Source: an optimization exercise on an open RTL-to-GDS flow (aim: small area and few clock cycles per item). Production flows keep margins and buffers that such runs may drop. Where RTL was checked, it was by simulation tests only, not by an equivalence proof against the original. Power is estimated from default activity; no workload was simulated.

Setup of v25:
==> flow/design.v <==
package stst_pkg;
	localparam int TableDepthDef = 16;
	localparam int NameBytesDef  = 8;
	localparam int FuncW   = 2;
	localparam int ScoreW  = 31;
	localparam int NameW   = 64;
	localparam int RankW   = 5;
	localparam int StatusW = 3;
	localparam int CountW  = 5;
	localparam int InW  = 104;
	localparam int OutW = 104;
	localparam logic [FuncW-1:0] FUNC_INSERT = 2'd0;
	localparam logic [FuncW-1:0] FUNC_DELETE = 2'd1;
	localparam logic [FuncW-1:0] FUNC_READ   = 2'd2;
	localparam logic [StatusW-1:0] ST_DONE    = 3'd0;
	localparam logic [StatusW-1:0] ST_LOW     = 3'd1;
	localparam logic [StatusW-1:0] ST_BADRANK = 3'd2;
	localparam logic [StatusW-1:0] ST_EMPTY   = 3'd3;
	localparam logic [StatusW-1:0] ST_CANCEL  = 3'd4;
	typedef struct packed {
		logic [ScoreW-1:0] score;
		logic [NameW-1:0]  name;
	} entry_t;
	typedef struct packed {
		logic ins;
		logic del;
	} cmd_t;
endpackage
module stst_cell #(
	parameter int TABLE_DEPTH = stst_pkg::TableDepthDef
) (
	input  logic                                        clk,
	input  logic                                        arst_n,
	input  logic                                        ins,       
	input  logic                                        del,       
	input  logic                                        tsel,      
	input  logic [$clog2(TABLE_DEPTH)-1:0]              new_rank,
	input  logic [$clog2(TABLE_DEPTH)-1:0]              del_rank,  
	input  logic [stst_pkg::ScoreW+stst_pkg::NameW-1:0] new_ent,
	output logic [stst_pkg::ScoreW+stst_pkg::NameW-1:0] ent,
	output logic [$clog2(TABLE_DEPTH)-1:0]              rk,
	output logic                                        valid,
	output logic                                        ge,        
	output logic                                        hit        
);
	localparam int KW = $clog2(TABLE_DEPTH);
	localparam int SW = stst_pkg::ScoreW;
	localparam int NW = stst_pkg::NameW;
	logic [SW+NW-1:0] ent_q;
	logic [KW-1:0]    rk_q;
	logic             v_q;
	logic             below;
	function automatic logic score_ge(input logic [SW-1:0] a, input logic [SW-1:0] b);
		logic [31:0] g;
		logic [31:0] p;
		g = '0;
		p = '1;
		for (int i = 0; i < SW; i++) begin
			g[i] = a[i] & ~b[i];
			p[i] = a[i] | ~b[i];
		end
		for (int w = 1; w < 32; w = w * 2) begin
			for (int i = 0; i < 32; i = i + 2 * w) begin
				g[i] = g[i + w] | (p[i + w] & g[i]);
				p[i] = p[i + w] & p[i];
			end
		end
		score_ge = g[0] | p[0];
	endfunction
	assign ge    = v_q && score_ge(ent_q[SW+NW-1:NW], new_ent[SW+NW-1:NW]);
	assign hit   = v_q && (rk_q == del_rank);
	assign below = rk_q > del_rank;
	assign ent   = ent_q;
	assign rk    = rk_q;
	assign valid = v_q;
	always_ff @(posedge clk) begin
		if (ins && tsel) begin
			ent_q <= new_ent;
		end
	end
	always_ff @(posedge clk) begin
		if (ins) begin
			if (tsel) begin
				rk_q <= new_rank;
			end else if (!ge) begin
				rk_q <= rk_q + 1'b1;
			end
		end else if (del && below) begin
			rk_q <= rk_q - 1'b1;
		end
	end
	always_ff @(posedge clk or negedge arst_n) begin
		if (!arst_n) begin
			v_q <= 1'b0;
		end else if (ins && tsel) begin
			v_q <= 1'b1;
		end else if (del && hit) begin
			v_q <= 1'b0;
		end
	end
endmodule
module sorted_top_n_score_table_unit #(
	parameter int TABLE_DEPTH = stst_pkg::TableDepthDef,
	parameter int NAME_BYTES  = stst_pkg::NameBytesDef
) (
	input  logic                       clk,
	input  logic                       arst_n,
	input  logic                       s_tvalid,
	output logic                       s_tready,
	input  logic [stst_pkg::InW-1:0]   s_tdata,
	output logic                       m_tvalid,
	input  logic                       m_tready,
	output logic [stst_pkg::OutW-1:0]  m_tdata
);
	localparam int CW = $clog2(TABLE_DEPTH + 1);
	localparam int KW = $clog2(TABLE_DEPTH);
	localparam int SW = stst_pkg::ScoreW;
	localparam int NW = stst_pkg::NameW;
	localparam int EW = SW + NW;
	logic [stst_pkg::FuncW-1:0]   func;
	logic [SW-1:0]                new_score;
	logic [NW-1:0]                new_name;
	logic [stst_pkg::RankW-1:0]   rank;
	logic [NW-1:0]                packed_name;
	logic [EW-1:0]                new_ent;
	logic [CW-1:0]                count_q;
	logic [CW-1:0]                count_nxt;
	logic                         m_tvalid_q;
	logic [stst_pkg::StatusW-1:0] status_q;
	logic [TABLE_DEPTH-1:0]       rsel_q;
	logic                         accept;
	logic                         empty;
	logic                         full;
	logic                         rank_ok;
	logic                         all_ge;
	logic                         ins_ok;
	logic                         del_ok;
	logic                         rd_ok;
	logic [stst_pkg::StatusW-1:0] status;
	logic [KW-1:0]                del_rank;
	logic [KW-1:0]                new_rank;
	logic [TABLE_DEPTH*EW-1:0]    ents;
	logic [TABLE_DEPTH*KW-1:0]    rks;
	logic [TABLE_DEPTH-1:0]       vs;
	logic [TABLE_DEPTH-1:0]       ges;
	logic [TABLE_DEPTH-1:0]       hits;
	logic [TABLE_DEPTH-1:0]       free;
	logic [TABLE_DEPTH-1:0]       tsel;
	logic                         seen;
	logic [EW-1:0]                rd_all;
	assign func      = s_tdata[1:0];
	assign new_score = s_tdata[32:2];
	assign new_name  = s_tdata[96:33];
	assign rank      = s_tdata[101:97];
	assign s_tready = !m_tvalid_q || m_tready;
	assign accept   = s_tvalid && s_tready;
	logic [7:0] name_alive;
	always_comb begin
		for (int b = 0; b < 8; b++) begin
			if (b == 0) begin
				name_alive[b] = (b < NAME_BYTES) && (new_name[8*b +: 8] != 8'd0);
			end else begin
				name_alive[b] = name_alive[b-1] && (b < NAME_BYTES) && (new_name[8*b +: 8] != 8'd0);
			end
			packed_name[8*b +: 8] = name_alive[b] ? new_name[8*b +: 8] : 8'd0;
		end
	end
	assign new_ent = {new_score, packed_name};
	assign empty    = count_q == '0;
	assign full     = count_q[CW-1];
	assign rank_ok  = (rank != '0) && ({1'b0, rank} <= {{(stst_pkg::RankW+1-CW){1'b0}}, count_q});
	assign del_rank = KW'(rank - 1'b1);
	assign all_ge   = &ges;
	logic [1:0] pc1 [8];
	logic [2:0] pc2 [4];
	logic [3:0] pc3 [2];
	always_comb begin
		for (int j = 0; j < 8; j++) begin
			pc1[j] = {1'b0, ges[2*j]} + {1'b0, ges[2*j+1]};
		end
		for (int j = 0; j < 4; j++) begin
			pc2[j] = {1'b0, pc1[2*j]} + {1'b0, pc1[2*j+1]};
		end
		for (int j = 0; j < 2; j++) begin
			pc3[j] = {1'b0, pc2[2*j]} + {1'b0, pc2[2*j+1]};
		end
		new_rank = pc3[0] + pc3[1];
	end
	always_comb begin
		for (int i = 0; i < TABLE_DEPTH; i++) begin
			free[i] = !vs[i] || (rks[i*KW +: KW] == KW'(TABLE_DEPTH - 1));
		end
		seen = 1'b0;
		for (int i = 0; i < TABLE_DEPTH; i++) begin
			tsel[i] = free[i] && !seen;
			seen    = seen || free[i];
		end
	end
	always_comb begin
		status    = stst_pkg::ST_DONE;
		count_nxt = count_q;
		ins_ok    = 1'b0;
		del_ok    = 1'b0;
		rd_ok     = 1'b0;
		unique case (func)
			stst_pkg::FUNC_INSERT: begin
				if (full && all_ge) begin
					status = stst_pkg::ST_LOW;
				end else begin
					ins_ok = 1'b1;
					if (!full) begin
						count_nxt = count_q + 1'b1;
					end
				end
			end
			stst_pkg::FUNC_DELETE, stst_pkg::FUNC_READ: begin
				if (empty) begin
					status = stst_pkg::ST_EMPTY;
				end else if (rank == '0) begin
					status = stst_pkg::ST_CANCEL;
				end else if (!rank_ok) begin
					status = stst_pkg::ST_BADRANK;
				end else if (func == stst_pkg::FUNC_DELETE) begin
					del_ok    = 1'b1;
					count_nxt = count_q - 1'b1;
				end else begin
					rd_ok = 1'b1;
				end
			end
			default: begin
				status = stst_pkg::ST_BADRANK;
			end
		endcase
	end
	genvar gi;
	generate
		for (gi = 0; gi < TABLE_DEPTH; gi++) begin : g_cell
			stst_cell #(
				.TABLE_DEPTH(TABLE_DEPTH)
			) u_cell (
				.clk     (clk),
				.arst_n  (arst_n),
				.ins     (accept && ins_ok),
				.del     (accept && del_ok),
				.tsel    (tsel[gi]),
				.new_rank(new_rank),
				.del_rank(del_rank),
				.new_ent (new_ent),
				.ent     (ents[gi*EW +: EW]),
				.rk      (rks[gi*KW +: KW]),
				.valid   (vs[gi]),
				.ge      (ges[gi]),
				.hit     (hits[gi])
			);
		end
	endgenerate
	always_ff @(posedge clk or negedge arst_n) begin
		if (!arst_n) begin
			count_q    <= '0;
			m_tvalid_q <= 1'b0;
		end else begin
			if (accept) begin
				count_q    <= count_nxt;
				m_tvalid_q <= 1'b1;
			end else if (m_tready) begin
				m_tvalid_q <= 1'b0;
			end
		end
	end
	always_ff @(posedge clk) begin
		if (accept) begin
			status_q <= status;
			rsel_q   <= rd_ok ? hits : '0;
		end
	end
	always_comb begin
		rd_all = '0;
		for (int i = 0; i < TABLE_DEPTH; i++) begin
			rd_all = rd_all | (rsel_q[i] ? ents[i*EW +: EW] : '0);
		end
	end
	assign m_tvalid = m_tvalid_q;
	assign m_tdata  = {1'b0, rd_all[NW-1:0], rd_all[EW-1:NW], stst_pkg::CountW'(count_q), status_q};
endmodule
export LEC_CHECK = 0
export CAP_MARGIN = 20
export CORE_MARGIN = 2
export CORE_UTILIZATION = 55
export PLACE_DENSITY = 0.65
export SLEW_MARGIN = 20
create_clock -name core_clock -period 6.0 [get_ports {clk}]
run.sh (not shown) runs the stock make flow with config.mk's settings and CLKGATE_MAP_FILE= SYNTH_SCRIPT=/design/flow/synth_recipe.tcl, a recipe that flattens the netlist after the stock synthesis.
v25 finished every stage; the final checks, however, were not passed, the failures being negative setup slack.
### v25 -> v19
--- a/flow/design.v
+++ b/flow/design.v
@@ -169,24 +169,22 @@
 	assign empty    = count_q == '0;
 	assign full     = count_q[CW-1];
 	assign rank_ok  = (rank != '0) && ({1'b0, rank} <= {{(stst_pkg::RankW+1-CW){1'b0}}, count_q});
 	assign del_rank = KW'(rank - 1'b1);
 	assign all_ge   = &ges;
-	logic [1:0] pc1 [8];
-	logic [2:0] pc2 [4];
-	logic [3:0] pc3 [2];
-	always_comb begin
-		for (int j = 0; j < 8; j++) begin
-			pc1[j] = {1'b0, ges[2*j]} + {1'b0, ges[2*j+1]};
-		end
-		for (int j = 0; j < 4; j++) begin
-			pc2[j] = {1'b0, pc1[2*j]} + {1'b0, pc1[2*j+1]};
-		end
-		for (int j = 0; j < 2; j++) begin
-			pc3[j] = {1'b0, pc2[2*j]} + {1'b0, pc2[2*j+1]};
-		end
-		new_rank = pc3[0] + pc3[1];
+	logic [TABLE_DEPTH-1:0] ge_at;
+	always_comb begin
+		for (int m = 0; m < TABLE_DEPTH; m++) begin
+			ge_at[m] = 1'b0;
+			for (int i = 0; i < TABLE_DEPTH; i++) begin
+				ge_at[m] = ge_at[m] | (ges[i] && (rks[i*KW +: KW] == KW'(m)));
+			end
+		end
+		new_rank[3] = ge_at[7];
+		new_rank[2] = (ge_at[3] && !ge_at[7]) || ge_at[11];
+		new_rank[1] = (ge_at[1] && !ge_at[3]) || (ge_at[5] && !ge_at[7]) || (ge_at[9] && !ge_at[11]) || ge_at[13];
+		new_rank[0] = ^ges;
 	end
 	always_comb begin
 		for (int i = 0; i < TABLE_DEPTH; i++) begin
 			free[i] = !vs[i] || (rks[i*KW +: KW] == KW'(TABLE_DEPTH - 1));
 		end
Findings:
v19 ended with every stage complete and zero timing, DRC or antenna violations.
v19 vs v25 on area after synthesis: v19 is the higher one.
Changes observed in v19 relative to v25: post-synthesis to final-layout area growth shrank by 3.0 points, part of the power in the clock network climbed 0.5 points, final cell count higher, maximum frequency now sits higher.
Measured against each other, v19 and v25 differ in worst path arrival time, the lower figure coming from v19.
Testbench counts of v19, summed over its fixed seeds: cycles 4,808, items 4,800.
Only the layout flow was run in v25; the RTL was not checked for function there.

==> static timing again, ports no longer ideal <==
In the flow no input, the clock included, has a driving cell. The finished layouts below were timed again as built, in two steps.
Step 1: set_driving_cell puts a clkbuf_16 on clk and a buf_2 on each other input, an assumption about the parent block.
Step 2 times the ports against the registers' clock, not the clock port: input delays grow and output delays shrink by t, the midpoint of the rising clock arrivals with the driver on.
Three values: no drivers, after step 1, after step 2; two values: the first two.
run | t, ns | slack for setup (ns) | worst setup path at the end | worst slew at a driven data input, ns | cell pins on the clock port's net
v25 | 0.879 | -0.851 / -0.803 / -1.682 | input to register | 0.16 | 1
v19 | 0.877 | 0.109 / 0.160 / -0.717 | input to register | 0.15 | 1
Met with ideal ports but missed after step 2: setup timing in v19. For v25, which loses most, drivers alone change the setup slack by +0.048 ns; drivers and shift together by -0.831 ns.
